Background: an optimization exercise with open tools, aiming at small area, a short achievable clock period and few clock cycles. Do not read the settings as production practice.
Function was checked by simulation only, so behaviour that the tests miss may differ from the original.
Power and IR drop assume default switching activity.

$ cat design/flow/design.v
`timescale 1ns / 1ps
package wcn_pkg;
    localparam logic [1:0] MODE_LOAD = 2'd0;
    localparam logic [1:0] MODE_E2D  = 2'd1;
    localparam logic [1:0] MODE_E3D  = 2'd2;
    localparam logic [1:0] MODE_NONE = 2'd3;
    localparam logic [1:0] DST_L2  = 2'd0;    
    localparam logic [1:0] DST_L3  = 2'd1;    
    localparam logic [1:0] DST_FIN = 2'd2;    
endpackage
`timescale 1ns / 1ps
module wcn_ram (
    input  logic        i_clk,
    input  logic        i_rst_n,
    input  logic [15:0] i_whi,       
    input  logic [15:0] i_wlo,       
    input  logic [7:0]  i_wdata,
    input  logic [23:0] i_rows,      
    output logic [31:0] o_bank,      
    output logic [7:0]  o_t1,        
    output logic [7:0]  o_t2,
    output logic [7:0]  o_t3
);
    logic [2047:0] r_tbl;
    logic [7:0]    w_d0, w_d1;
    logic          r_rst_n;
    always_ff @(posedge i_clk) r_rst_n <= i_rst_n;
    assign w_d0 = i_wdata & {8{r_rst_n}};
    assign w_d1 = i_wdata | {8{~r_rst_n}};
    for (genvar e = 0; e < 256; e++) begin : g_ent
        logic       w_en;
        logic [7:0] w_d;
        assign w_en = ~r_rst_n | (i_whi[e / 16] & i_wlo[e % 16]);
        for (genvar b = 0; b < 8; b++) begin : g_bit
            assign w_d[b] = (((e >> b) % 2) == 1) ? w_d1[b] : w_d0[b];
        end
        always_ff @(posedge i_clk) begin
            if (w_en) r_tbl[8*e +: 8] <= w_d;
        end
    end
    for (genvar q = 0; q < 4; q++) begin : g_bank
        logic [7:0] w_rd;
        always_comb begin
            w_rd = '0;
            for (int r = 0; r < 64; r++) begin
                w_rd = w_rd | ({8{i_rows[6*q +: 6] == 6'(r)}} & r_tbl[8*(4*r+q) +: 8]);
            end
        end
        always_ff @(posedge i_clk) begin
            o_bank[8*q +: 8] <= w_rd;
        end
    end
    assign o_t1 = r_tbl[8*1 +: 8];
    assign o_t2 = r_tbl[8*2 +: 8];
    assign o_t3 = r_tbl[8*3 +: 8];
endmodule
`timescale 1ns / 1ps
module wcn_sqrt (
    input  logic        i_clk,
    input  logic        i_rst_n,
    input  logic        i_start,
    input  logic [39:0] i_value,
    output logic        o_busy,
    output logic        o_valid,
    input  logic        i_ack,
    output logic [19:0] o_root
);
    logic [20:0] r_rem;
    logic [19:0] r_root;
    logic [39:0] r_src;
    logic [3:0]  r_cnt;
    logic        r_busy, r_valid;
    logic [22:0] w_p1;
    logic [24:0] w_p2;
    logic [23:0] w_d1;
    logic [25:0] w_ea, w_eb;
    logic        w_g1, w_g2;
    logic [20:0] w_rem;
    always_comb begin
        w_p1 = {r_rem, r_src[39:38]};
        w_p2 = {w_p1, r_src[37:36]};
        w_d1 = {1'b0, w_p1} - {2'b00, r_root, 2'b01};
        w_ea = {1'b0, w_p2} - {2'b00, r_root, 4'b0000} - {3'b000, r_root, 3'b000} - 26'd9;
        w_eb = {1'b0, w_p2} - {3'b000, r_root, 3'b001};
        w_g1 = ~w_d1[23];
        w_g2 = w_g1 ? ~w_ea[25] : ~w_eb[25];
        if (w_g1) w_rem = w_g2 ? w_ea[20:0] : {w_d1[18:0], r_src[37:36]};
        else      w_rem = w_g2 ? w_eb[20:0] : w_p2[20:0];
    end
    always_ff @(posedge i_clk) begin
        if (!i_rst_n) begin
            r_busy  <= 1'b0;
            r_valid <= 1'b0;
            r_cnt   <= '0;
        end else begin
            if (i_ack) r_valid <= 1'b0;
            if (i_start) begin
                r_busy <= 1'b1;
                r_cnt  <= 4'd0;
            end else if (r_busy) begin
                r_cnt <= r_cnt + 1'b1;
                if (r_cnt == 4'd9) begin
                    r_busy  <= 1'b0;
                    r_valid <= 1'b1;
                end
            end
        end
        if (i_start) begin
            r_rem  <= '0;
            r_root <= '0;
            r_src  <= i_value;
        end else if (r_busy) begin
            r_rem  <= w_rem;
            r_root <= {r_root[17:0], w_g1, w_g2};
            r_src  <= {r_src[35:0], 4'b0000};
        end
    end
    assign o_busy  = r_busy;
    assign o_valid = r_valid;
    assign o_root  = r_root;
endmodule
module wcn_sq18 (
    input  logic [17:0] e,
    input  logic        n,
    output logic [35:0] o_r0,
    output logic [35:0] o_r1
);
    logic t1, t2, t3, t4, t5, t6, t7, t8, t9, t10, t11, t12, t13, t14, t15, t16;
    logic t17, t18, t19, t20, t21, t22, t23, t24, t25, t26, t27, t28, t29, t30, t31, t32;
    logic t33, t34, t35, t36, t37, t38, t39, t40, t41, t42, t43, t44, t45, t46, t47, t48;
    logic t49, t50, t51, t52, t53, t54, t55, t56, t57, t58, t59, t60, t61, t62, t63, t64;
    logic t65, t66, t67, t68, t69, t70, t71, t72, t73, t74, t75, t76, t77, t78, t79, t80;
    logic t81, t82, t83, t84, t85, t86, t87, t88, t89, t90, t91, t92, t93, t94, t95, t96;
    logic t97, t98, t99, t100, t101, t102, t103, t104, t105, t106, t107, t108, t109, t110, t111, t112;
    logic t113, t114, t115, t116, t117, t118, t119, t120, t121, t122, t123, t124, t125, t126, t127, t128;
    logic t129, t130, t131, t132, t133, t134, t135, t136, t137, t138, t139, t140, t141, t142, t143, t144;
    logic t145, t146, t147, t148, t149, t150, t151, t152, t153, t154, t155, t156, t157, t158, t159, t160;
    logic t161, t162, t163, t164, t165, t166, t167, t168, t169, t170, t171, t172, t173, t174, t175, t176;
    logic t177, t178, t179, t180, t181, t182, t183, t184, t185, t186, t187, t188, t189, t190, t191, t192;
    logic t193, t194, t195, t196, t197, t198, t199, t200, t201, t202, t203, t204, t205, t206, t207, t208;
    logic t209, t210, t211, t212, t213, t214, t215, t216, t217, t218, t219, t220, t221, t222, t223, t224;
    logic t225, t226, t227, t228, t229, t230, t231, t232, t233, t234, t235, t236, t237, t238, t239, t240;
    logic t241, t242, t243, t244, t245, t246, t247, t248, t249, t250, t251, t252, t253, t254, t255, t256;
    logic t257, t258, t259, t260, t261, t262, t263, t264, t265, t266, t267, t268, t269, t270, t271, t272;
    logic t273, t274, t275, t276, t277, t278, t279, t280, t281, t282, t283, t284, t285, t286, t287, t288;
    logic t289, t290, t291, t292, t293, t294, t295, t296, t297, t298, t299, t300, t301, t302, t303, t304;
    logic t305, t306;
    assign t1 = (e[0] & e[15]) ^ (e[1] & e[14]);
    assign t2 = (e[0] & e[15]) & (e[1] & e[14]);
    assign t3 = (e[0] & e[16]) ^ (e[1] & e[15]);
    assign t4 = (e[0] & e[16]) & (e[1] & e[15]);
    assign t5 = (e[0] & e[17]) ^ (e[1] & e[16]) ^ (e[2] & e[15]);
    assign t6 = ((e[0] & e[17]) & (e[1] & e[16])) | ((e[0] & e[17]) & (e[2] & e[15])) | ((e[1] & e[16]) & (e[2] & e[15]));
    assign t7 = (e[3] & e[14]) ^ (e[4] & e[13]);
    assign t8 = (e[3] & e[14]) & (e[4] & e[13]);
    assign t9 = (e[1] & e[17]) ^ (e[2] & e[16]);
    assign t10 = (e[1] & e[17]) & (e[2] & e[16]);
    assign t11 = (e[2] & e[17]) ^ (e[3] & e[16]);
    assign t12 = (e[2] & e[17]) & (e[3] & e[16]);
    assign t13 = (e[0] & e[9]) ^ (e[1] & e[8]);
    assign t14 = (e[0] & e[9]) & (e[1] & e[8]);
    assign t15 = (e[0] & e[10]) ^ (e[1] & e[9]);
    assign t16 = (e[0] & e[10]) & (e[1] & e[9]);
    assign t17 = (e[0] & e[11]) ^ (e[1] & e[10]) ^ (e[2] & e[9]);
    assign t18 = ((e[0] & e[11]) & (e[1] & e[10])) | ((e[0] & e[11]) & (e[2] & e[9])) | ((e[1] & e[10]) & (e[2] & e[9]));
    assign t19 = (e[3] & e[8]) ^ (e[4] & e[7]);
    assign t20 = (e[3] & e[8]) & (e[4] & e[7]);
    assign t21 = (e[0] & e[12]) ^ (e[1] & e[11]) ^ (e[2] & e[10]);
    assign t22 = ((e[0] & e[12]) & (e[1] & e[11])) | ((e[0] & e[12]) & (e[2] & e[10])) | ((e[1] & e[11]) & (e[2] & e[10]));
    assign t23 = (e[3] & e[9]) ^ (e[4] & e[8]);
    assign t24 = (e[3] & e[9]) & (e[4] & e[8]);
    assign t25 = (e[0] & e[13]) ^ (e[1] & e[12]) ^ (e[2] & e[11]);
    assign t26 = ((e[0] & e[13]) & (e[1] & e[12])) | ((e[0] & e[13]) & (e[2] & e[11])) | ((e[1] & e[12]) & (e[2] & e[11]));
    assign t27 = (e[3] & e[10]) ^ (e[4] & e[9]) ^ (e[5] & e[8]);
    assign t28 = ((e[3] & e[10]) & (e[4] & e[9])) | ((e[3] & e[10]) & (e[5] & e[8])) | ((e[4] & e[9]) & (e[5] & e[8]));
    assign t29 = (e[6] & e[7]) ^ e[7];
    assign t30 = (e[6] & e[7]) & e[7];
    assign t31 = (e[0] & e[14]) ^ (e[1] & e[13]) ^ (e[2] & e[12]);
    assign t32 = ((e[0] & e[14]) & (e[1] & e[13])) | ((e[0] & e[14]) & (e[2] & e[12])) | ((e[1] & e[13]) & (e[2] & e[12]));
    assign t33 = (e[3] & e[11]) ^ (e[4] & e[10]) ^ (e[5] & e[9]);
    assign t34 = ((e[3] & e[11]) & (e[4] & e[10])) | ((e[3] & e[11]) & (e[5] & e[9])) | ((e[4] & e[10]) & (e[5] & e[9]));
    assign t35 = (e[6] & e[8]) ^ (n & e[14]);
    assign t36 = (e[6] & e[8]) & (n & e[14]);
    assign t37 = t1 ^ (e[2] & e[13]) ^ (e[3] & e[12]);
    assign t38 = (t1 & (e[2] & e[13])) | (t1 & (e[3] & e[12])) | ((e[2] & e[13]) & (e[3] & e[12]));
    assign t39 = (e[4] & e[11]) ^ (e[5] & e[10]) ^ (e[6] & e[9]);
    assign t40 = ((e[4] & e[11]) & (e[5] & e[10])) | ((e[4] & e[11]) & (e[6] & e[9])) | ((e[5] & e[10]) & (e[6] & e[9]));
    assign t41 = (e[7] & e[8]) ^ e[8] ^ (n & e[15]);
    assign t42 = ((e[7] & e[8]) & e[8]) | ((e[7] & e[8]) & (n & e[15])) | (e[8] & (n & e[15]));
    assign t43 = t3 ^ (e[2] & e[14]) ^ (e[3] & e[13]);
    assign t44 = (t3 & (e[2] & e[14])) | (t3 & (e[3] & e[13])) | ((e[2] & e[14]) & (e[3] & e[13]));
    assign t45 = (e[4] & e[12]) ^ (e[5] & e[11]) ^ (e[6] & e[10]);
    assign t46 = ((e[4] & e[12]) & (e[5] & e[11])) | ((e[4] & e[12]) & (e[6] & e[10])) | ((e[5] & e[11]) & (e[6] & e[10]));
    assign t47 = (e[7] & e[9]) ^ (n & e[16]) ^ t2;
    assign t48 = ((e[7] & e[9]) & (n & e[16])) | ((e[7] & e[9]) & t2) | ((n & e[16]) & t2);
    assign t49 = t5 ^ t7 ^ (e[5] & e[12]);
    assign t50 = (t5 & t7) | (t5 & (e[5] & e[12])) | (t7 & (e[5] & e[12]));
    assign t51 = (e[6] & e[11]) ^ (e[7] & e[10]) ^ (e[8] & e[9]);
    assign t52 = ((e[6] & e[11]) & (e[7] & e[10])) | ((e[6] & e[11]) & (e[8] & e[9])) | ((e[7] & e[10]) & (e[8] & e[9]));
    assign t53 = e[9] ^ (n & e[17]) ^ t4;
    assign t54 = (e[9] & (n & e[17])) | (e[9] & t4) | ((n & e[17]) & t4);
    assign t55 = t9 ^ (e[3] & e[15]) ^ (e[4] & e[14]);
    assign t56 = (t9 & (e[3] & e[15])) | (t9 & (e[4] & e[14])) | ((e[3] & e[15]) & (e[4] & e[14]));
    assign t57 = (e[5] & e[13]) ^ (e[6] & e[12]) ^ (e[7] & e[11]);
    assign t58 = ((e[5] & e[13]) & (e[6] & e[12])) | ((e[5] & e[13]) & (e[7] & e[11])) | ((e[6] & e[12]) & (e[7] & e[11]));
    assign t59 = (e[8] & e[10]) ^ t6 ^ t8;
    assign t60 = ((e[8] & e[10]) & t6) | ((e[8] & e[10]) & t8) | (t6 & t8);
    assign t61 = t11 ^ (e[4] & e[15]) ^ (e[5] & e[14]);
    assign t62 = (t11 & (e[4] & e[15])) | (t11 & (e[5] & e[14])) | ((e[4] & e[15]) & (e[5] & e[14]));
    assign t63 = (e[6] & e[13]) ^ (e[7] & e[12]) ^ (e[8] & e[11]);
    assign t64 = ((e[6] & e[13]) & (e[7] & e[12])) | ((e[6] & e[13]) & (e[8] & e[11])) | ((e[7] & e[12]) & (e[8] & e[11]));
    assign t65 = (e[9] & e[10]) ^ e[10] ^ t10;
    assign t66 = ((e[9] & e[10]) & e[10]) | ((e[9] & e[10]) & t10) | (e[10] & t10);
    assign t67 = (e[3] & e[17]) ^ (e[4] & e[16]) ^ (e[5] & e[15]);
    assign t68 = ((e[3] & e[17]) & (e[4] & e[16])) | ((e[3] & e[17]) & (e[5] & e[15])) | ((e[4] & e[16]) & (e[5] & e[15]));
    assign t69 = (e[6] & e[14]) ^ (e[7] & e[13]) ^ (e[8] & e[12]);
    assign t70 = ((e[6] & e[14]) & (e[7] & e[13])) | ((e[6] & e[14]) & (e[8] & e[12])) | ((e[7] & e[13]) & (e[8] & e[12]));
    assign t71 = (e[9] & e[11]) ^ t12;
    assign t72 = (e[9] & e[11]) & t12;
    assign t73 = (e[4] & e[17]) ^ (e[5] & e[16]) ^ (e[6] & e[15]);
    assign t74 = ((e[4] & e[17]) & (e[5] & e[16])) | ((e[4] & e[17]) & (e[6] & e[15])) | ((e[5] & e[16]) & (e[6] & e[15]));
    assign t75 = (e[7] & e[14]) ^ (e[8] & e[13]) ^ (e[9] & e[12]);
    assign t76 = ((e[7] & e[14]) & (e[8] & e[13])) | ((e[7] & e[14]) & (e[9] & e[12])) | ((e[8] & e[13]) & (e[9] & e[12]));
    assign t77 = (e[10] & e[11]) ^ e[11];
    assign t78 = (e[10] & e[11]) & e[11];
    assign t79 = (e[5] & e[17]) ^ (e[6] & e[16]) ^ (e[7] & e[15]);
    assign t80 = ((e[5] & e[17]) & (e[6] & e[16])) | ((e[5] & e[17]) & (e[7] & e[15])) | ((e[6] & e[16]) & (e[7] & e[15]));
    assign t81 = (e[8] & e[14]) ^ (e[9] & e[13]);
    assign t82 = (e[8] & e[14]) & (e[9] & e[13]);
    assign t83 = (e[6] & e[17]) ^ (e[7] & e[16]) ^ (e[8] & e[15]);
    assign t84 = ((e[6] & e[17]) & (e[7] & e[16])) | ((e[6] & e[17]) & (e[8] & e[15])) | ((e[7] & e[16]) & (e[8] & e[15]));
    assign t85 = (e[9] & e[14]) ^ (e[10] & e[13]);
    assign t86 = (e[9] & e[14]) & (e[10] & e[13]);
    assign t87 = (e[7] & e[17]) ^ (e[8] & e[16]);
    assign t88 = (e[7] & e[17]) & (e[8] & e[16]);
    assign t89 = (e[8] & e[17]) ^ (e[9] & e[16]);
    assign t90 = (e[8] & e[17]) & (e[9] & e[16]);
    assign t91 = (e[0] & e[5]) ^ (e[1] & e[4]);
    assign t92 = (e[0] & e[5]) & (e[1] & e[4]);
    assign t93 = (e[0] & e[6]) ^ (e[1] & e[5]);
    assign t94 = (e[0] & e[6]) & (e[1] & e[5]);
    assign t95 = (e[0] & e[7]) ^ (e[1] & e[6]) ^ (e[2] & e[5]);
    assign t96 = ((e[0] & e[7]) & (e[1] & e[6])) | ((e[0] & e[7]) & (e[2] & e[5])) | ((e[1] & e[6]) & (e[2] & e[5]));
    assign t97 = (e[3] & e[4]) ^ e[4];
    assign t98 = (e[3] & e[4]) & e[4];
    assign t99 = (e[0] & e[8]) ^ (e[1] & e[7]) ^ (e[2] & e[6]);
    assign t100 = ((e[0] & e[8]) & (e[1] & e[7])) | ((e[0] & e[8]) & (e[2] & e[6])) | ((e[1] & e[7]) & (e[2] & e[6]));
    assign t101 = (e[3] & e[5]) ^ (n & e[8]);
    assign t102 = (e[3] & e[5]) & (n & e[8]);
    assign t103 = t13 ^ (e[2] & e[7]) ^ (e[3] & e[6]);
    assign t104 = (t13 & (e[2] & e[7])) | (t13 & (e[3] & e[6])) | ((e[2] & e[7]) & (e[3] & e[6]));
    assign t105 = (e[4] & e[5]) ^ e[5] ^ (n & e[9]);
    assign t106 = ((e[4] & e[5]) & e[5]) | ((e[4] & e[5]) & (n & e[9])) | (e[5] & (n & e[9]));
    assign t107 = t15 ^ (e[2] & e[8]) ^ (e[3] & e[7]);
    assign t108 = (t15 & (e[2] & e[8])) | (t15 & (e[3] & e[7])) | ((e[2] & e[8]) & (e[3] & e[7]));
    assign t109 = (e[4] & e[6]) ^ (n & e[10]) ^ t14;
    assign t110 = ((e[4] & e[6]) & (n & e[10])) | ((e[4] & e[6]) & t14) | ((n & e[10]) & t14);
    assign t111 = t17 ^ t19 ^ (e[5] & e[6]);
    assign t112 = (t17 & t19) | (t17 & (e[5] & e[6])) | (t19 & (e[5] & e[6]));
    assign t113 = e[6] ^ (n & e[11]) ^ t16;
    assign t114 = (e[6] & (n & e[11])) | (e[6] & t16) | ((n & e[11]) & t16);
    assign t115 = t21 ^ t23 ^ (e[5] & e[7]);
    assign t116 = (t21 & t23) | (t21 & (e[5] & e[7])) | (t23 & (e[5] & e[7]));
    assign t117 = (n & e[12]) ^ t18 ^ t20;
    assign t118 = ((n & e[12]) & t18) | ((n & e[12]) & t20) | (t18 & t20);
    assign t119 = t25 ^ t27 ^ t29;
    assign t120 = (t25 & t27) | (t25 & t29) | (t27 & t29);
    assign t121 = (n & e[13]) ^ t22 ^ t24;
    assign t122 = ((n & e[13]) & t22) | ((n & e[13]) & t24) | (t22 & t24);
    assign t123 = t31 ^ t33 ^ t35;
    assign t124 = (t31 & t33) | (t31 & t35) | (t33 & t35);
    assign t125 = t26 ^ t28 ^ t30;
    assign t126 = (t26 & t28) | (t26 & t30) | (t28 & t30);
    assign t127 = t37 ^ t39 ^ t41;
    assign t128 = (t37 & t39) | (t37 & t41) | (t39 & t41);
    assign t129 = t32 ^ t34 ^ t36;
    assign t130 = (t32 & t34) | (t32 & t36) | (t34 & t36);
    assign t131 = t43 ^ t45 ^ t47;
    assign t132 = (t43 & t45) | (t43 & t47) | (t45 & t47);
    assign t133 = t38 ^ t40 ^ t42;
    assign t134 = (t38 & t40) | (t38 & t42) | (t40 & t42);
    assign t135 = t49 ^ t51 ^ t53;
    assign t136 = (t49 & t51) | (t49 & t53) | (t51 & t53);
    assign t137 = t44 ^ t46 ^ t48;
    assign t138 = (t44 & t46) | (t44 & t48) | (t46 & t48);
    assign t139 = t55 ^ t57 ^ t59;
    assign t140 = (t55 & t57) | (t55 & t59) | (t57 & t59);
    assign t141 = t50 ^ t52 ^ t54;
    assign t142 = (t50 & t52) | (t50 & t54) | (t52 & t54);
    assign t143 = t61 ^ t63 ^ t65;
    assign t144 = (t61 & t63) | (t61 & t65) | (t63 & t65);
    assign t145 = t56 ^ t58 ^ t60;
    assign t146 = (t56 & t58) | (t56 & t60) | (t58 & t60);
    assign t147 = t67 ^ t69 ^ t71;
    assign t148 = (t67 & t69) | (t67 & t71) | (t69 & t71);
    assign t149 = t62 ^ t64 ^ t66;
    assign t150 = (t62 & t64) | (t62 & t66) | (t64 & t66);
    assign t151 = t73 ^ t75 ^ t77;
    assign t152 = (t73 & t75) | (t73 & t77) | (t75 & t77);
    assign t153 = t68 ^ t70 ^ t72;
    assign t154 = (t68 & t70) | (t68 & t72) | (t70 & t72);
    assign t155 = t79 ^ t81 ^ (e[10] & e[12]);
    assign t156 = (t79 & t81) | (t79 & (e[10] & e[12])) | (t81 & (e[10] & e[12]));
    assign t157 = t74 ^ t76 ^ t78;
    assign t158 = (t74 & t76) | (t74 & t78) | (t76 & t78);
    assign t159 = t83 ^ t85 ^ (e[11] & e[12]);
    assign t160 = (t83 & t85) | (t83 & (e[11] & e[12])) | (t85 & (e[11] & e[12]));
    assign t161 = e[12] ^ t80 ^ t82;
    assign t162 = (e[12] & t80) | (e[12] & t82) | (t80 & t82);
    assign t163 = t87 ^ (e[9] & e[15]) ^ (e[10] & e[14]);
    assign t164 = (t87 & (e[9] & e[15])) | (t87 & (e[10] & e[14])) | ((e[9] & e[15]) & (e[10] & e[14]));
    assign t165 = (e[11] & e[13]) ^ t84 ^ t86;
    assign t166 = ((e[11] & e[13]) & t84) | ((e[11] & e[13]) & t86) | (t84 & t86);
    assign t167 = t89 ^ (e[10] & e[15]) ^ (e[11] & e[14]);
    assign t168 = (t89 & (e[10] & e[15])) | (t89 & (e[11] & e[14])) | ((e[10] & e[15]) & (e[11] & e[14]));
    assign t169 = (e[12] & e[13]) ^ e[13] ^ t88;
    assign t170 = ((e[12] & e[13]) & e[13]) | ((e[12] & e[13]) & t88) | (e[13] & t88);
    assign t171 = (e[9] & e[17]) ^ (e[10] & e[16]) ^ (e[11] & e[15]);
    assign t172 = ((e[9] & e[17]) & (e[10] & e[16])) | ((e[9] & e[17]) & (e[11] & e[15])) | ((e[10] & e[16]) & (e[11] & e[15]));
    assign t173 = (e[12] & e[14]) ^ t90;
    assign t174 = (e[12] & e[14]) & t90;
    assign t175 = (e[10] & e[17]) ^ (e[11] & e[16]) ^ (e[12] & e[15]);
    assign t176 = ((e[10] & e[17]) & (e[11] & e[16])) | ((e[10] & e[17]) & (e[12] & e[15])) | ((e[11] & e[16]) & (e[12] & e[15]));
    assign t177 = (e[13] & e[14]) ^ e[14];
    assign t178 = (e[13] & e[14]) & e[14];
    assign t179 = (e[11] & e[17]) ^ (e[12] & e[16]);
    assign t180 = (e[11] & e[17]) & (e[12] & e[16]);
    assign t181 = (e[12] & e[17]) ^ (e[13] & e[16]);
    assign t182 = (e[12] & e[17]) & (e[13] & e[16]);
    assign t183 = (e[0] & e[3]) ^ (e[1] & e[2]);
    assign t184 = (e[0] & e[3]) & (e[1] & e[2]);
    assign t185 = (e[0] & e[4]) ^ (e[1] & e[3]);
    assign t186 = (e[0] & e[4]) & (e[1] & e[3]);
    assign t187 = t91 ^ (e[2] & e[3]) ^ e[3];
    assign t188 = (t91 & (e[2] & e[3])) | (t91 & e[3]) | ((e[2] & e[3]) & e[3]);
    assign t189 = t93 ^ (e[2] & e[4]) ^ (n & e[6]);
    assign t190 = (t93 & (e[2] & e[4])) | (t93 & (n & e[6])) | ((e[2] & e[4]) & (n & e[6]));
    assign t191 = t95 ^ t97 ^ (n & e[7]);
    assign t192 = (t95 & t97) | (t95 & (n & e[7])) | (t97 & (n & e[7]));
    assign t193 = t99 ^ t101 ^ t96;
    assign t194 = (t99 & t101) | (t99 & t96) | (t101 & t96);
    assign t195 = t103 ^ t105 ^ t100;
    assign t196 = (t103 & t105) | (t103 & t100) | (t105 & t100);
    assign t197 = t107 ^ t109 ^ t104;
    assign t198 = (t107 & t109) | (t107 & t104) | (t109 & t104);
    assign t199 = t111 ^ t113 ^ t108;
    assign t200 = (t111 & t113) | (t111 & t108) | (t113 & t108);
    assign t201 = t115 ^ t117 ^ t112;
    assign t202 = (t115 & t117) | (t115 & t112) | (t117 & t112);
    assign t203 = t119 ^ t121 ^ t116;
    assign t204 = (t119 & t121) | (t119 & t116) | (t121 & t116);
    assign t205 = t123 ^ t125 ^ t120;
    assign t206 = (t123 & t125) | (t123 & t120) | (t125 & t120);
    assign t207 = t127 ^ t129 ^ t124;
    assign t208 = (t127 & t129) | (t127 & t124) | (t129 & t124);
    assign t209 = t131 ^ t133 ^ t128;
    assign t210 = (t131 & t133) | (t131 & t128) | (t133 & t128);
    assign t211 = t135 ^ t137 ^ t132;
    assign t212 = (t135 & t137) | (t135 & t132) | (t137 & t132);
    assign t213 = t139 ^ t141 ^ t136;
    assign t214 = (t139 & t141) | (t139 & t136) | (t141 & t136);
    assign t215 = t143 ^ t145 ^ t140;
    assign t216 = (t143 & t145) | (t143 & t140) | (t145 & t140);
    assign t217 = t147 ^ t149 ^ t144;
    assign t218 = (t147 & t149) | (t147 & t144) | (t149 & t144);
    assign t219 = t151 ^ t153 ^ t148;
    assign t220 = (t151 & t153) | (t151 & t148) | (t153 & t148);
    assign t221 = t155 ^ t157 ^ t152;
    assign t222 = (t155 & t157) | (t155 & t152) | (t157 & t152);
    assign t223 = t159 ^ t161 ^ t156;
    assign t224 = (t159 & t161) | (t159 & t156) | (t161 & t156);
    assign t225 = t163 ^ t165 ^ t160;
    assign t226 = (t163 & t165) | (t163 & t160) | (t165 & t160);
    assign t227 = t167 ^ t169 ^ t164;
    assign t228 = (t167 & t169) | (t167 & t164) | (t169 & t164);
    assign t229 = t171 ^ t173 ^ t168;
    assign t230 = (t171 & t173) | (t171 & t168) | (t173 & t168);
    assign t231 = t175 ^ t177 ^ t172;
    assign t232 = (t175 & t177) | (t175 & t172) | (t177 & t172);
    assign t233 = t179 ^ (e[13] & e[15]) ^ t176;
    assign t234 = (t179 & (e[13] & e[15])) | (t179 & t176) | ((e[13] & e[15]) & t176);
    assign t235 = t181 ^ (e[14] & e[15]) ^ e[15];
    assign t236 = (t181 & (e[14] & e[15])) | (t181 & e[15]) | ((e[14] & e[15]) & e[15]);
    assign t237 = (e[13] & e[17]) ^ (e[14] & e[16]);
    assign t238 = (e[13] & e[17]) & (e[14] & e[16]);
    assign t239 = (e[14] & e[17]) ^ (e[15] & e[16]);
    assign t240 = (e[14] & e[17]) & (e[15] & e[16]);
    assign t241 = (e[0] & e[1]) ^ e[1];
    assign t242 = (e[0] & e[1]) & e[1];
    assign t243 = (e[0] & e[2]) ^ (n & e[2]);
    assign t244 = (e[0] & e[2]) & (n & e[2]);
    assign t245 = t183 ^ e[2] ^ (n & e[3]);
    assign t246 = (t183 & e[2]) | (t183 & (n & e[3])) | (e[2] & (n & e[3]));
    assign t247 = t185 ^ (n & e[4]) ^ t184;
    assign t248 = (t185 & (n & e[4])) | (t185 & t184) | ((n & e[4]) & t184);
    assign t249 = t187 ^ (n & e[5]) ^ t186;
    assign t250 = (t187 & (n & e[5])) | (t187 & t186) | ((n & e[5]) & t186);
    assign t251 = t189 ^ t92 ^ t188;
    assign t252 = (t189 & t92) | (t189 & t188) | (t92 & t188);
    assign t253 = t191 ^ t94 ^ t190;
    assign t254 = (t191 & t94) | (t191 & t190) | (t94 & t190);
    assign t255 = t193 ^ t98 ^ t192;
    assign t256 = (t193 & t98) | (t193 & t192) | (t98 & t192);
    assign t257 = t195 ^ t102 ^ t194;
    assign t258 = (t195 & t102) | (t195 & t194) | (t102 & t194);
    assign t259 = t197 ^ t106 ^ t196;
    assign t260 = (t197 & t106) | (t197 & t196) | (t106 & t196);
    assign t261 = t199 ^ t110 ^ t198;
    assign t262 = (t199 & t110) | (t199 & t198) | (t110 & t198);
    assign t263 = t201 ^ t114 ^ t200;
    assign t264 = (t201 & t114) | (t201 & t200) | (t114 & t200);
    assign t265 = t203 ^ t118 ^ t202;
    assign t266 = (t203 & t118) | (t203 & t202) | (t118 & t202);
    assign t267 = t205 ^ t122 ^ t204;
    assign t268 = (t205 & t122) | (t205 & t204) | (t122 & t204);
    assign t269 = t207 ^ t126 ^ t206;
    assign t270 = (t207 & t126) | (t207 & t206) | (t126 & t206);
    assign t271 = t209 ^ t130 ^ t208;
    assign t272 = (t209 & t130) | (t209 & t208) | (t130 & t208);
    assign t273 = t211 ^ t134 ^ t210;
    assign t274 = (t211 & t134) | (t211 & t210) | (t134 & t210);
    assign t275 = t213 ^ t138 ^ t212;
    assign t276 = (t213 & t138) | (t213 & t212) | (t138 & t212);
    assign t277 = t215 ^ t142 ^ t214;
    assign t278 = (t215 & t142) | (t215 & t214) | (t142 & t214);
    assign t279 = t217 ^ t146 ^ t216;
    assign t280 = (t217 & t146) | (t217 & t216) | (t146 & t216);
    assign t281 = t219 ^ t150 ^ t218;
    assign t282 = (t219 & t150) | (t219 & t218) | (t150 & t218);
    assign t283 = t221 ^ t154 ^ t220;
    assign t284 = (t221 & t154) | (t221 & t220) | (t154 & t220);
    assign t285 = t223 ^ t158 ^ t222;
    assign t286 = (t223 & t158) | (t223 & t222) | (t158 & t222);
    assign t287 = t225 ^ t162 ^ t224;
    assign t288 = (t225 & t162) | (t225 & t224) | (t162 & t224);
    assign t289 = t227 ^ t166 ^ t226;
    assign t290 = (t227 & t166) | (t227 & t226) | (t166 & t226);
    assign t291 = t229 ^ t170 ^ t228;
    assign t292 = (t229 & t170) | (t229 & t228) | (t170 & t228);
    assign t293 = t231 ^ t174 ^ t230;
    assign t294 = (t231 & t174) | (t231 & t230) | (t174 & t230);
    assign t295 = t233 ^ t178 ^ t232;
    assign t296 = (t233 & t178) | (t233 & t232) | (t178 & t232);
    assign t297 = t235 ^ t180 ^ t234;
    assign t298 = (t235 & t180) | (t235 & t234) | (t180 & t234);
    assign t299 = t237 ^ t182 ^ t236;
    assign t300 = (t237 & t182) | (t237 & t236) | (t182 & t236);
    assign t301 = t239 ^ e[16] ^ t238;
    assign t302 = (t239 & e[16]) | (t239 & t238) | (e[16] & t238);
    assign t303 = (e[15] & e[17]) ^ t240;
    assign t304 = (e[15] & e[17]) & t240;
    assign t305 = (e[16] & e[17]) ^ e[17];
    assign t306 = (e[16] & e[17]) & e[17];
    assign o_r0 = {t306, t305, t303, t301, t299, t297, t295, t293, t291, t289, t287, t285, t283, t281, t279, t277, t275, t273, t271, t269, t267, t265, t263, t261, t259, t257, t255, t253, t251, t249, t247, t245, t243, t241, (n & e[0]), e[0]};
    assign o_r1 = {1'b0, t304, t302, t300, t298, t296, t294, t292, t290, t288, t286, t284, t282, t280, t278, t276, t274, t272, t270, t268, t266, t264, t262, t260, t258, t256, t254, t252, t250, t248, t246, t244, t242, (n & e[1]), 1'b0, n};
endmodule
`timescale 1ns / 1ps
module wcn_core (
    input  logic        i_clk,
    input  logic        i_rst_n,
    input  logic        i_valid,
    output logic        o_ready,
    input  logic [1:0]  i_mode,
    input  logic [31:0] i_x,
    input  logic [31:0] i_y,
    input  logic [31:0] i_z,
    input  logic [7:0]  i_tidx,
    input  logic [7:0]  i_tval,
    output logic        o_res_valid,
    output logic [19:0] o_res,
    input  logic        i_res_ready
);
    localparam int NFIFO = 4;           
    localparam int CAP   = NFIFO + 1;   
    logic        w_acc, w_start, w_load;
    logic [15:0] r_whi, r_wlo;
    logic [7:0]  r_wval;
    assign w_acc   = i_valid && o_ready;
    assign w_start = w_acc && (i_mode == wcn_pkg::MODE_E2D || i_mode == wcn_pkg::MODE_E3D);
    assign w_load  = w_acc && (i_mode == wcn_pkg::MODE_LOAD);
    always_ff @(posedge i_clk) begin
        if (!i_rst_n) begin
            r_whi <= '0;
        end else begin
            r_whi <= w_load ? (16'd1 << i_tidx[7:4]) : 16'd0;
        end
        r_wlo  <= 16'd1 << i_tidx[3:0];
        r_wval <= i_tval;
    end
    function automatic logic [30:0] prep(input logic [31:0] c);
        logic        inc;
        logic [15:0] hi;
        logic        hz, h1, hm1, hm2, eq1, eq0, eqm1, ge2;
        logic [7:0]  off;
        hi   = c[31:16];
        inc  = c[31] & (c[15:0] != 16'd0);    
        hz   = (hi == 16'h0000);
        h1   = (hi == 16'h0001);
        hm1  = (hi == 16'hFFFF);
        hm2  = (hi == 16'hFFFE);
        eq1  = h1;
        eq0  = hz | (inc & hm1);
        eqm1 = inc ? hm2 : hm1;
        ge2  = ~c[31] & ~hz & ~h1;
        off  = inc ? hi[7:0] : hi[7:0] - 8'd1;
        prep = {off, inc, c[15:0],
                ge2 | eq1 | eq0, ge2 | eq1, ge2, eqm1, eq0, eq1};
    endfunction
    logic [30:0] r_px, r_py, r_pz;       
    logic        r_act, r_3d, r_last;
    logic [1:0]  r_lvl, r_a, r_j, r_k;
    logic [5:0]  r_left;                 
    logic [3:0]  r_cnt;                  
    logic        r_cntok;
    logic        w_deliver;
    logic [7:0]  w_t1, w_t2, w_t3;
    logic [31:0] r_bank;
    logic [7:0]  r_l2 [3][3];            
    logic [7:0]  r_l3 [3][3];
    logic       w_m0_ffirst, w_m0_gfirst, w_m0_lastax, w_m0_lastwin;
    logic [1:0] w_m0_dst, w_m0_o;
    logic       r_m1_v, r_m1_ffirst, r_m1_gfirst, r_m1_lastax, r_m1_lastwin;
    logic [1:0] r_m1_dst, r_m1_a, r_m1_o;
    logic       r_m2_v, r_m2_ffirst, r_m2_gfirst, r_m2_lastax, r_m2_lastwin;
    logic [1:0] r_m2_dst, r_m2_a, r_m2_o;
    logic [23:0] r_rows;
    logic [1:0]  r_rot1, r_rot2;
    assign o_ready = (!r_act || r_last) && r_cntok;
    logic [7:0] w_lane [3];
    always_comb begin
        for (int m = 0; m < 3; m++) begin
            w_lane[m] = r_bank[8 * 2'(r_rot2 + 2'(m)) +: 8];
        end
    end
    logic [7:0] w_src, w_off, w_base;
    always_comb begin
        w_m0_dst = '0; w_m0_o = '0; w_m0_ffirst = 1'b0; w_m0_gfirst = 1'b0;
        w_m0_lastax = 1'b0; w_m0_lastwin = 1'b0;
        w_src = w_t1;
        w_off = r_px[30:23];
        if (r_lvl == 2'd0) begin
            w_src = (r_a == 2'd0) ? w_t1 : (r_a == 2'd1) ? w_t2 : w_t3;
            w_off = r_3d ? r_pz[30:23] : r_py[30:23];
            w_m0_dst = wcn_pkg::DST_L2;
        end else if (r_lvl == 2'd1) begin
            w_src = '0;
            for (int a = 0; a < 3; a++)
                for (int k = 0; k < 3; k++)
                    if (r_a == 2'(a) && r_k == 2'(k)) w_src = r_l2[a][k];
            w_off = r_py[30:23];
            w_m0_dst = wcn_pkg::DST_L3;
        end else begin
            w_src = '0;
            for (int a = 0; a < 3; a++)
                for (int j = 0; j < 3; j++)
                    if (r_a == 2'(a) && r_j == 2'(j))
                        w_src = r_3d ? r_l3[a][j] : (j == 0) ? w_lane[0] : r_l2[a][j];
            w_off = r_px[30:23];
            w_m0_dst = wcn_pkg::DST_FIN;
            w_m0_o = (r_a == 2'd1) ? r_j : r_k;
            w_m0_ffirst = (r_j == 2'd0 && r_k == 2'd0 && r_a == 2'd0);
            w_m0_gfirst = (r_j == 2'd0 && r_k == 2'd0);
            w_m0_lastax = r_3d ? (r_a == 2'd2) : (r_a == 2'd1);
            w_m0_lastwin = r_last;
        end
        w_base = w_src + w_off;
    end
    always_ff @(posedge i_clk) begin
        if (!i_rst_n) begin
            r_act <= 1'b0;
            r_last <= 1'b0;
            r_m1_v <= 1'b0;
            r_m2_v <= 1'b0;
        end else begin
            if (w_start) begin
                r_act <= 1'b1;
                r_last <= 1'b0;
            end else begin
                if (r_last) r_act <= 1'b0;
                r_last <= r_act && !r_last && r_left == 6'd1;
            end
            r_m1_v <= r_act;
            r_m2_v <= r_m1_v;
        end
        if (o_ready) begin
            r_3d <= (i_mode == wcn_pkg::MODE_E3D);
            r_left <= (i_mode == wcn_pkg::MODE_E3D) ? 6'd38 : 6'd7;
            r_px <= prep(i_x);
            r_py <= prep(i_y);
            r_pz <= prep(i_z);
        end else begin
            r_left <= r_left - 6'd1;
        end
        if (!r_act || r_last) begin
            r_lvl <= 2'd0;
            r_a <= 2'd0;
            r_j <= 2'd0;
            r_k <= 2'd0;
        end else begin
            if (r_lvl == 2'd0) begin
                if (r_a == (r_3d ? 2'd2 : 2'd1)) begin
                    r_a <= 2'd0;
                    r_lvl <= r_3d ? 2'd1 : 2'd2;
                end else begin
                    r_a <= r_a + 2'd1;
                end
            end else if (r_lvl == 2'd1) begin
                if (r_a == 2'd2) begin
                    r_a <= 2'd0;
                    r_lvl <= 2'd2;
                end else begin
                    r_a <= r_a + 2'd1;
                end
            end else begin
                if (r_a == (r_3d ? 2'd2 : 2'd1)) begin
                    r_a <= 2'd0;
                    if (r_j == 2'd2) begin
                        r_j <= 2'd0;
                        r_k <= r_k + 2'd1;
                        r_lvl <= 2'd1;
                    end else begin
                        r_j <= r_j + 2'd1;
                    end
                end else begin
                    r_a <= r_a + 2'd1;
                end
            end
        end
        for (int q = 0; q < 4; q++) begin
            r_rows[6*q +: 6] <= (2'(q) >= w_base[1:0]) ? w_base[7:2] : w_base[7:2] + 6'd1;
        end
        r_rot1 <= w_base[1:0];
        r_rot2 <= r_rot1;
        r_m1_dst <= w_m0_dst; r_m1_a <= r_a; r_m1_o <= w_m0_o;
        r_m1_ffirst <= w_m0_ffirst; r_m1_gfirst <= w_m0_gfirst;
        r_m1_lastax <= w_m0_lastax; r_m1_lastwin <= w_m0_lastwin;
        r_m2_dst <= r_m1_dst; r_m2_a <= r_m1_a; r_m2_o <= r_m1_o;
        r_m2_ffirst <= r_m1_ffirst; r_m2_gfirst <= r_m1_gfirst;
        r_m2_lastax <= r_m1_lastax; r_m2_lastwin <= r_m1_lastwin;
        for (int a = 0; a < 3; a++) begin
            if (r_m2_v && r_m2_dst == wcn_pkg::DST_L2 && r_m2_a == 2'(a)) begin
                for (int m = 0; m < 3; m++) r_l2[a][m] <= w_lane[m];
            end
            if (r_m2_v && r_m2_dst == wcn_pkg::DST_L3 && r_m2_a == 2'(a)) begin
                for (int m = 0; m < 3; m++) r_l3[a][m] <= w_lane[m];
            end
        end
    end
    wcn_ram u_ram (
        .i_clk  (i_clk),
        .i_rst_n(i_rst_n),
        .i_whi  (r_whi),
        .i_wlo  (r_wlo),
        .i_wdata(r_wval),
        .i_rows (r_rows),
        .o_bank (r_bank),
        .o_t1   (w_t1),
        .o_t2   (w_t2),
        .o_t3   (w_t3)
    );
    logic [22:0] r_qx, r_qy, r_qz;       
    logic        w_fin;
    logic [22:0] w_hp;
    assign w_fin = r_m2_v && r_m2_dst == wcn_pkg::DST_FIN;
    always_comb begin
        logic [22:0] qx, qy, qz;
        qx = r_m2_ffirst ? r_px[22:0] : r_qx;
        qy = r_m2_ffirst ? r_py[22:0] : r_qy;
        qz = r_m2_ffirst ? r_pz[22:0] : r_qz;
        w_hp = (r_m2_a == 2'd0) ? qx : (r_m2_a == 2'd1) ? qy : qz;
    end
    logic        r_h_v, r_h_gfirst, r_h_lastax, r_h_lastwin, r_h_firstax;
    logic [7:0]  r_h [3];
    logic [2:0]  r_h_add, r_h_sub;       
    logic [1:0]  r_h_o [3];              
    logic [8:0]  r_h_rhi;
    logic [7:0]  r_h_rlo;
    always_ff @(posedge i_clk) begin
        if (!i_rst_n) begin
            r_h_v <= 1'b0;
        end else begin
            r_h_v <= w_fin;
        end
        if (w_fin && r_m2_ffirst) begin
            r_qx <= r_px[22:0];
            r_qy <= r_py[22:0];
            r_qz <= r_pz[22:0];
        end
        for (int m = 0; m < 3; m++) begin
            logic [1:0] o;
            o = (r_m2_a == 2'd0) ? 2'(m) : r_m2_o;
            r_h[m] <= w_lane[m];
            r_h_o[m] <= o;
            r_h_sub[m] <= w_hp[5'd3 + 5'(o)];
            r_h_add[m] <= ~w_hp[5'd3 + 5'(o)] & ~w_hp[5'(o)];
        end
        r_h_rhi <= w_hp[22:14];
        r_h_rlo <= w_hp[13:6];
        r_h_gfirst <= r_m2_gfirst;
        r_h_lastax <= r_m2_lastax;
        r_h_lastwin <= r_m2_lastwin;
        r_h_firstax <= (r_m2_a == 2'd0);
    end
    logic               r_d_v, r_d_gfirst, r_d_lastax, r_d_lastwin, r_d_firstax;
    logic [17:0]        r_de [3];
    logic [2:0]         r_dn;
    always_ff @(posedge i_clk) begin
        if (!i_rst_n) begin
            r_d_v <= 1'b0;
        end else begin
            r_d_v <= r_h_v;
        end
        for (int m = 0; m < 3; m++) begin
            logic [10:0] hb, hv, mm;
            hb = (r_h_o[m] == 2'd0) ? 11'd256 : (r_h_o[m] == 2'd1) ? 11'd0 : 11'h700;
            hv = r_h_sub[m] ? ~{3'b000, r_h[m]} : r_h_add[m] ? {3'b000, r_h[m]} : 11'd0;
            mm = {{2{r_h_rhi[8]}}, r_h_rhi} + hb + hv + 11'(r_h_sub[m]);
            r_de[m] <= {mm[9:0], r_h_rlo} ^ {18{mm[10]}};
            r_dn[m] <= mm[10];
        end
        r_d_gfirst <= r_h_gfirst;
        r_d_lastax <= r_h_lastax;
        r_d_lastwin <= r_h_lastwin;
        r_d_firstax <= r_h_firstax;
    end
    logic        r_s_v, r_s_gfirst, r_s_lastax, r_s_lastwin, r_s_firstax;
    logic [35:0] r_r0 [3], r_r1 [3];
    logic [35:0] w_r0 [3], w_r1 [3];
    for (genvar m = 0; m < 3; m++) begin : g_sq
        wcn_sq18 u_sq (
            .e   (r_de[m]),
            .n   (r_dn[m]),
            .o_r0(w_r0[m]),
            .o_r1(w_r1[m])
        );
    end
    always_ff @(posedge i_clk) begin
        if (!i_rst_n) begin
            r_s_v <= 1'b0;
        end else begin
            r_s_v <= r_d_v;
        end
        for (int m = 0; m < 3; m++) begin
            r_r0[m] <= w_r0[m];
            r_r1[m] <= w_r1[m];
        end
        r_s_gfirst <= r_d_gfirst;
        r_s_lastax <= r_d_lastax;
        r_s_lastwin <= r_d_lastwin;
        r_s_firstax <= r_d_firstax;
    end
    logic        r_a_v, r_a_gfirst, r_a_lastwin;
    logic [36:0] r_acc [3];
    always_ff @(posedge i_clk) begin
        if (!i_rst_n) begin
            r_a_v <= 1'b0;
        end else begin
            r_a_v <= r_s_v && r_s_lastax;
        end
        for (int m = 0; m < 3; m++) begin
            r_acc[m] <= (r_s_firstax ? 37'd0 : r_acc[m]) + {1'b0, r_r0[m]} + {1'b0, r_r1[m]};
        end
        r_a_gfirst <= r_s_gfirst;
        r_a_lastwin <= r_s_lastwin;
    end
    logic [36:0] r_best, w_best;
    logic        r_push;
    always_comb begin
        logic l01, l02, l12, l0b, l1b, l2b, w0, w1, w2;
        l01 = r_acc[0] <= r_acc[1];
        l02 = r_acc[0] <= r_acc[2];
        l12 = r_acc[1] <= r_acc[2];
        l0b = r_a_gfirst || r_acc[0] <= r_best;
        l1b = r_a_gfirst || r_acc[1] <= r_best;
        l2b = r_a_gfirst || r_acc[2] <= r_best;
        w0 = l01 && l02 && l0b;
        w1 = !w0 && l12 && l1b;
        w2 = !w0 && !w1 && l2b;
        w_best = w0 ? r_acc[0] : w1 ? r_acc[1] : w2 ? r_acc[2] : r_best;
    end
    always_ff @(posedge i_clk) begin
        if (!i_rst_n) begin
            r_push <= 1'b0;
        end else begin
            r_push <= r_a_v && r_a_lastwin;
        end
        if (r_a_v) r_best <= w_best;
    end
    logic [36:0] r_fq [NFIFO];
    logic [3:0]  r_fn;
    logic        w_push, w_pop;
    logic        w_sq_busy, w_sq_valid, w_sq_start;
    logic [19:0] w_root;
    logic        r_out_v;
    logic [19:0] r_out;
    assign w_push = r_push;
    assign w_deliver = w_sq_valid && !r_out_v;
    assign w_sq_start = (r_fn != 4'd0) && !w_sq_busy && (!w_sq_valid || w_deliver);
    assign w_pop = w_sq_start;
    always_ff @(posedge i_clk) begin
        if (!i_rst_n) begin
            r_fn <= '0;
            r_cnt <= '0;
            r_cntok <= 1'b1;
            r_out_v <= 1'b0;
        end else begin
            r_fn <= r_fn + 4'(w_push) - 4'(w_pop);
            r_cnt <= r_cnt + 4'(w_start) - 4'(w_deliver);
            r_cntok <= (r_cnt + 4'(w_start) - 4'(w_deliver)) < 4'(CAP);
            if (w_deliver) r_out_v <= 1'b1;
            else if (i_res_ready) r_out_v <= 1'b0;
        end
        for (int i = 0; i < NFIFO; i++) begin
            if (w_push && 4'(i) == r_fn - 4'(w_pop)) r_fq[i] <= r_best;
            else if (w_pop && i < NFIFO - 1) r_fq[i] <= r_fq[i + 1];
        end
        if (w_deliver) r_out <= w_root;
    end
    wcn_sqrt u_sqrt (
        .i_clk  (i_clk),
        .i_rst_n(i_rst_n),
        .i_start(w_sq_start),
        .i_value({3'b000, r_fq[0]}),
        .o_busy (w_sq_busy),
        .o_valid(w_sq_valid),
        .i_ack  (w_deliver),
        .o_root (w_root)
    );
    assign o_res_valid = r_out_v;
    assign o_res       = r_out;
endmodule
`timescale 1ns / 1ps
module worley_cell_noise_nearest #(
    parameter int TABLE_SIZE = 256,
    parameter int FRAC_BITS  = 16
) (
    input  logic         i_clk,
    input  logic         i_rst_n,
    input  logic         s_axis_tvalid,
    output logic         s_axis_tready,
    input  logic [111:0] s_axis_tdata,   
    input  logic [1:0]   s_axis_tuser,   
    output logic         m_axis_tvalid,
    input  logic         m_axis_tready,
    output logic [23:0]  m_axis_tdata    
);
    logic [19:0] w_res;
    wcn_core u_core (
        .i_clk      (i_clk),
        .i_rst_n    (i_rst_n),
        .i_valid    (s_axis_tvalid),
        .o_ready    (s_axis_tready),
        .i_mode     (s_axis_tuser),
        .i_x        (s_axis_tdata[31:0]),
        .i_y        (s_axis_tdata[63:32]),
        .i_z        (s_axis_tdata[95:64]),
        .i_tidx     (s_axis_tdata[103:96]),
        .i_tval     (s_axis_tdata[111:104]),
        .o_res_valid(m_axis_tvalid),
        .o_res      (w_res),
        .i_res_ready(m_axis_tready)
    );
    assign m_axis_tdata = {4'b0000, w_res};
endmodule
$ cat design/flow/flow/run.sh
#!/bin/bash
set -o pipefail
bash standard.sh SETUP_SLACK_MARGIN=6.5 finish > standard.log 2>&1
$ cat design/flow/standard.sh
#!/bin/bash
# synth_recipe.tcl (not shown) runs the flow's synth.tcl, then flattens the netlist and writes it again
# the make line also repeats each setting of config.mk as NAME=value (left out here)
make -C /OpenROAD-flow-scripts/flow DESIGN_CONFIG=/design/flow/config.mk WORK_HOME=/design/flow/orfs CLKGATE_MAP_FILE= SYNTH_SCRIPT=/design/flow/synth_recipe.tcl "${@:-finish}"
$ cat design/flow/config.mk
export PLATFORM = sky130hd
export DESIGN_NAME = worley_cell_noise_nearest
export DESIGN_NICKNAME = worley_cell_noise_nearest
export VERILOG_FILES = /design/flow/design.v
export SDC_FILE = /design/flow/constraint.sdc
export NUM_CORES = 4
export LEC_CHECK = 0
export CAP_MARGIN = 20
export CORE_MARGIN = 2
export CORE_UTILIZATION = 40
export SETUP_SLACK_MARGIN = 5
export SLEW_MARGIN = 20
$ cat design/flow/constraint.sdc
create_clock -name core_clock -period 10.0 [get_ports {i_clk}]
set_input_delay 2.0000 -clock core_clock [delete_from_list [all_inputs] [get_ports {i_clk}]]
set_output_delay 2.0000 -clock core_clock [all_outputs]
set_load 0.01 [all_outputs]
==> qor.csv, run 1 <==
metric;value;unit
antenna_found_initial;33;
drive_above_1_share;0.167;
hold_violations;0;
setup_viol;0;
finish.instance_area;0.175;mm2
cts_tree;built;
wl;532;mm
vias;102000;
vias_per_cell;6.06;
antenna_left;0;
grt_pass1_wl;742;mm
relSlewSlack;0.168;
portBuffers;139;
finalCritPeriodShare;0.387;
clk_pin_slew;0.06;ns
dieWidth;613;um
cellPowerDensity;363;mW/mm2
crit_end;u_core.r_rows[11];
max-vdd-ir-drop;0.367;mV
drv_slew;0;
async_flop_share;0;
cp.required;10.90;ns
fmax;0.259;GHz
skew;0.111;ns
drc;0;
gp_congestion;1.01;
worstPathArrival;4.77;ns
syn_area_per_cell;13.5;um2
crit_fanout;8;
rsz0062_at_grt;yes;
critPathCaptureType;flip-flop;
r2r_cells;16;
detail_route.iter0.violations;13800;
status;no timing/DRC/antenna violations;
min-delay-start;u_core.r_rot1[0];
htreeDepth;5;
ys_types;100;
grt_overflow;0;
grt_usage;0.274;
synthFlopType;edfxtp_1;
worst_hold_slack;0.303;ns
min_period;3.87;ns
worst_pin_slew;1.24;ns
postCtsHoldBufs;0;
ys_seq_area_frac;0.612;
die_h;613;um
rr_startpoint;u_core.r_3d;
synth-seq-cells;3244;
core;0.369;mm2
yosys_warnings;25;
syn2layout_area_growth;17.6;%
dp_hpwl;355;mm
initial_core_util;0.402;
min_path_type;reg2reg;
synth_edf_count;2597;
r2r_end;u_core.r_rows[11];
wl_per_cell;31.5;um
path_class;reg2reg;
clockRootBuffer;clkbuf_16;
drv_cap;0;
ff2ff_setup_slack;6.13;ns
rows;223;
worstSkewPairLatency;0.99;ns
place_area;0.157;mm2
cp-start-kind;flip-flop;
netlist_instances;11000;
dieArea;0.376;mm2
fin_tns_setup;0;ns
io_pins;144;
power_leakage;65.2;nW
numCtsBuffers;337;
startpoint;u_core.r_3d;
finalPower;63.5;mW
first_pass_iters;6;
clockBufferDepth;4;
cts_sinks;3244;
grt_max_degree;142;
syn_area;0.148;mm2
fin_nets;12800;
grt_pass1_vias;101000;
==> synth_stat cells (180+ instances only) <==
master,n,share of area
dfxtp_1,647,0.087
nor2_1,573,0.014
edfxtp_1,2597,0.53
and2_1,455,0.019
a221oi_1,471,0.028
fa_1,482,0.065
o21ai_0,325,0.011
a21oi_1,282,0.0095
ha_1,606,0.051
a22o_1,465,0.027
clkbuf_1,322,0.0081
nand4_1,209,0.0088
nand2_1,957,0.024
xnor2_1,180,0.011
inv_1,620,0.016
==> critical path, cell delays in order, from the launching register on <==
cell      delay, ns
edfxtp_1       0.40
buf_12         0.16
nor2b_2        0.55
mux2i_1        0.16
o21ai_0        0.57
ha_2           0.36
inv_2          0.05
fa_2           0.37
inv_2          0.07
a21oi_2        0.05
o21bai_2       0.15
a21o_1         0.15
a21oi_2        0.07
xnor2_2        0.25
nand2_4        0.13
nor3_4         0.20
xnor2_1        0.14
==> layout make-up <==
type / count / area, um2
Fill cell: 31900 / 194000
Sequential cell: 3244 / 91200
Multi-Input combinational cell: 6733 / 57200
Clock buffer: 450 / 9380
Timing Repair Buffer: 674 / 6650
Tap cell: 4950 / 6190
Inverter: 620 / 2360
Clock inverter: 174 / 1690
Antenna cell: 24 / 60.1
==> metrics by stage <==
stage | instances | worst slack [ns] | utilization
4_1_cts | 16800 | 6.15 | 0.467
6_report | 16900 | 6.13 | 0.473
2_1_floorplan | 11000 | 6.17 | -
3_5_place_dp | 16000 | 5.01 | 0.426
5_1_grt | 16900 | 5.98 | 0.473
3_3_place_gp | 15900 | 4.95 | 0.426
==> logic make-up after synthesis <==
kind of cell               count (synthesis)  share of synthesized area
DFF                                     3244                      0.612
adders and majority gates               1088                      0.116
and+or+nand+nor                         2831                     0.0922
buffers and inverters                    999                     0.0262
muxes                                    313                     0.0255
xor gates and xnor gates                 278                     0.0164
AOI/OAI and AO/OA                       2214                      0.111
other                                      1                  0.0000253
==> placed cells by master, fill, tap and decap left out, types with 131 or more instances in the layout <==
master | Yosys | layout
a21oi_1 | 282 | 228
a221oi_1 | 471 | 447
a22o_1 | 465 | 465
and2_1 | 455 | 436
buf_4 | 8 | 411
clkbuf_16 | 0 | 353
dfxtp_1 | 647 | 520
edfxtp_1 | 2597 | 2597
fa_1 | 482 | 468
ha_1 | 606 | 523
inv_1 | 620 | 587
mux2_2 | 166 | 165
nand2_1 | 957 | 940
nand3_1 | 140 | 131
nand4_1 | 209 | 209
nor2_1 | 573 | 503
o21ai_0 | 325 | 272
xnor2_1 | 180 | 168
==> repair_timing <==
| item | CTS | global route |
|---|---|---|
| buffers inserted | 157 | 78 |
| resized for setup | 651 | 353 |
| cloned | 23 | 11 |
| endpoints found under the setup margin | 1059 | 432 |
| pin swaps | 183 | 183 |
| endpoints found under the hold margin | 0 | 0 |
==> where the power goes <==
group	internal, mW	total [mW]	leakage [nW]	switching [mW]
registers	17.9	20.4	30.7	2.51
logic	12.9	30.3	29.1	17.4
clock network	7.21	12.7	5.40	5.49
total	38.1	63.5	65.2	25.4
==> sequential cells by signal, indices dropped and copies added, names as in the netlist, 16 cells and up <==
register,flops
u_core.r_out,20
u_core.r_l2,72
u_core.r_de,54
u_core.u_sqrt.r_rem,21
u_core.r_r1,102
u_core.r_r0,108
u_core.r_pz,31
u_core.r_h,24
u_core.r_py,31
u_core.r_px,31
u_core.u_sqrt.r_root,20
u_core.u_ram.r_tbl,2048
u_core.r_wlo,16
u_core.r_rows,24
u_core.u_sqrt.r_src,40
u_core.r_qx,23
u_core.r_qz,23
u_core.r_acc,111
u_core.r_fq,148
u_core.r_whi,16
u_core.u_ram.o_bank,32
u_core.r_l3,72
u_core.r_best,37
u_core.r_qy,23
==> layer usage <==
| layer | vias to the layer above | wire length [um] | track usage | share of wire |
|---|---|---|---|---|
| met5 | - | 109 | 0 | 0.00021 |
| met1 | 51700 | 196000 | 0.353 | 0.37 |
| met3 | 1455 | 57100 | 0.0549 | 0.11 |
| li1 | 42500 | - | - | - |
| met2 | 6574 | 243000 | 0.434 | 0.46 |
| met4 | 16 | 35400 | 0.151 | 0.067 |
==> worst min path at each step <==
stage / to / cells after the start
after floorplan: u_core.r_a_gfirst / 0
after global placement: u_core.r_m2_dst[1] / 0
after detailed placement: u_core.r_d_firstax / 0
after CTS: u_core.r_rot2[0] / 0
after global routing: u_core.r_rot2[0] / 0
final: u_core.r_rot2[0] / 0
Testbench counts, summed over its fixed seeds: cycles 11,093.
==> run 2, diff against run 1 <==
==> design/flow/flow/run.sh (replaced) <==
#!/bin/bash
# Standard layout, with timing repair aimed further below the clock period.
bash standard.sh SETUP_SLACK_MARGIN=6.5 finish > standard.log 2>&1
==> run 2 against run 1 <==
Clock power is essentially flat; fmax is the same; worst hold slack is the same; largest cell class unchanged; highest routed layer unchanged.
==> qor.csv, run 2 <==
metric;value;unit
status;no timing/DRC/antenna violations;
cellPowerDensity;363;mW/mm2
fin_tns_setup;0;ns
grt_usage;0.274;
startpoint;u_core.r_3d;
detail_route.iter0.violations;13800;
ys_seq_area_frac;0.612;
synth_top_area_cell;edfxtp_1;
layout_setup_ws;6.13;ns
critPathCaptureType;flip-flop;
crit_fanout;8;
io_pins;144;
r2r_cells;16;
wl_per_cell;31.5;um
initial_core_util;0.402;
clockRootBuffer;clkbuf_16;
rsz0062_at_grt;yes;
largestRegisters;u_core.u_ram.r_tbl (2048), u_core.r_fq (148), u_core.r_acc (111);
path_class;reg2reg;
cts_sinks;3244;
fmax;0.259;GHz
portBuffers;139;
syn_area_per_cell;13.5;um2
min_path_type;reg2reg;
synthFlopType;edfxtp_1;
grt_max_degree;142;
yosys_warnings;25;
syn2layout_area_growth;17.6;%
grt_pass1_wl;742;mm
ff2ff_setup_slack;6.13;ns
drv_slew;0;
relSlewSlack;0.168;
dieArea;0.376;mm2
cts_tree;built;
numCtsBuffers;337;
ys_types;100;
drv_cap;0;
first_pass_iters;6;
synth_common_cells;edfxtp_1, nand2_1, dfxtp_1, inv_1, ha_1;
synth_area_leaders;edfxtp_1, dfxtp_1, fa_1;
synth-seq-cells;3244;
htreeDepth;5;
synth.top_cell.area_share;0.525;
netlist_instances;11000;
worstPathArrival;4.77;ns
min_period;3.87;ns
final_common_cell;edfxtp_1;
rr_startpoint;u_core.r_3d;
yosysMostFrequentCell;edfxtp_1;
worst_pin_slew;1.24;ns
die_h;613;um
rows;223;
gp_congestion;1.01;
async_flop_share;0;
clockBufferDepth;4;
core;0.369;mm2
power_leakage;65.2;nW
min-delay-start;u_core.r_rot1[0];
holdPathStages;0;
synth_edf_count;2597;
cp-start-kind;flip-flop;
antenna_left;0;
grt_pass1_vias;101000;
finalCritPeriodShare;0.387;
drive_above_1_share;0.167;
vias;102000;
dp_hpwl;355;mm
dieWidth;613;um
skew;0.111;ns
vias_per_cell;6.06;
regMostFlops;u_core.u_ram.r_tbl;
drc;0;
fin_nets;12800;
place_ws;5.01;ns
wl;532;mm
clk_pin_slew;0.06;ns
hold_violations;0;
max-vdd-ir-drop;0.367;mV
layout_common_cells;edfxtp_1, nand2_1, inv_1;
grt_overflow;0;
syn_area;0.148;mm2
antenna_found_initial;33;
setup_viol;0;
largest_register_ff_count;2048;
worstSkewPairLatency;0.99;ns
cp.required;10.90;ns
postCtsHoldBufs;0;
==> run 2: cell counts in the layout (fill, tap and decap cells not counted) <==
Identical to the previous run, type by type.
==> run 2: layer usage <==
metal	track usage	share of wire	vias to the layer above	routed length, um
li1	-	-	42500	-
met1	0.353	0.37	51700	196000
met2	0.434	0.46	6574	243000
met3	0.0549	0.11	1455	57100
met4	0.151	0.067	16	35400
met5	0	0.00021	-	109
==> run 2: through the flow <==
stage	std cells	total power, mW	util	hold WS (ns)	cell area (um2)
6_report	16900	63.5	0.473	0.303	175000
2_1_floorplan	11000	37.6	-	0.310	149000
5_1_grt	16900	67.4	0.473	0.320	175000
3_5_place_dp	16000	46.7	0.426	0.312	157000
4_1_cts	16800	61.8	0.467	0.307	172000
3_3_place_gp	15900	45.9	0.426	0.311	157000
==> run 2: what timing repair did <==
action                                  4_1_cts  5_1_grt
buffers inserted                            157       78
gates cloned                                 23       11
endpoints found under the setup margin     1059      432
pin swaps                                   183      183
resized for setup                           651      353
==> run 2: cells by family (layout without fill, tap and decap cells) <==
family	count (synthesis)	in the layout	share of synthesized area
compound gates	2214	2215	0.111
xor+xnor	278	278	0.0164
fa+ha+maj	1088	1088	0.116
buf+inv	999	1918	0.0262
flops	3244	3244	0.612
mux	313	313	0.0255
other cells	1	28	0.0000253
simple gates	2831	2835	0.0922
==> run 2: path summary, 6_finish.rpt <==
path	to
setup / recovery	u_core.r_rows[11]
hold / removal	u_core.r_rot2[0]
setup reg to reg	u_core.r_rows[11]
hold reg to reg	u_core.r_rot2[0]
==> run 2: area by class of cell <==
type / count / area (um2)
diodes: 24 / 60.1
clock buffers: 450 / 9380
clock inverters: 174 / 1690
fillers: 31900 / 194000
inverters: 620 / 2360
multi-input cells: 6733 / 57200
flip-flops and latches: 3244 / 91200
well taps: 4950 / 6190
repair buffers: 674 / 6650
==> run 2: report_power, final <==
part	switching [mW]	leakage, nW	internal [mW]
clock	5.49	5.40	7.21
combinational	17.4	29.1	12.9
sequential	2.51	30.7	17.9
==> run 2: worst max-delay path, stage by stage (launching register included) <==
cell and delay, ns:
edfxtp_1 0.40, buf_12 0.16, nor2b_2 0.55, mux2i_1 0.16
o21ai_0 0.57, ha_2 0.36, inv_2 0.05, fa_2 0.37
inv_2 0.07, a21oi_2 0.05, o21bai_2 0.15, a21o_1 0.15
a21oi_2 0.07, xnor2_2 0.25, nand2_4 0.13, nor3_4 0.20
xnor2_1 0.14

## separate check: timing with driven ports
Ports are ideal in the flow. The routed layouts listed here were re-timed in OpenROAD.
Step 1, drivers: a clkbuf_16 drives i_clk and a buf_2 each remaining input, both assumed.
Step 2, shift: input delay + t, output delay - t, t = (earliest + latest rising clock arrival at the registers) / 2. This alone moves slack from input paths to output paths.
a / b / c = ideal / step 1 / step 2; a / b = the first two.
run	shift t [ns]	setup WS [ns]	worst setup path at the end	clock arrival spread, ns
run 1	1.046	6.133 / 6.112 / 5.523	input to register	0.126 / 0.125
run 2	1.046	6.133 / 6.112 / 5.523	input to register	0.126 / 0.125
After both steps setup and hold are still met in every run listed.
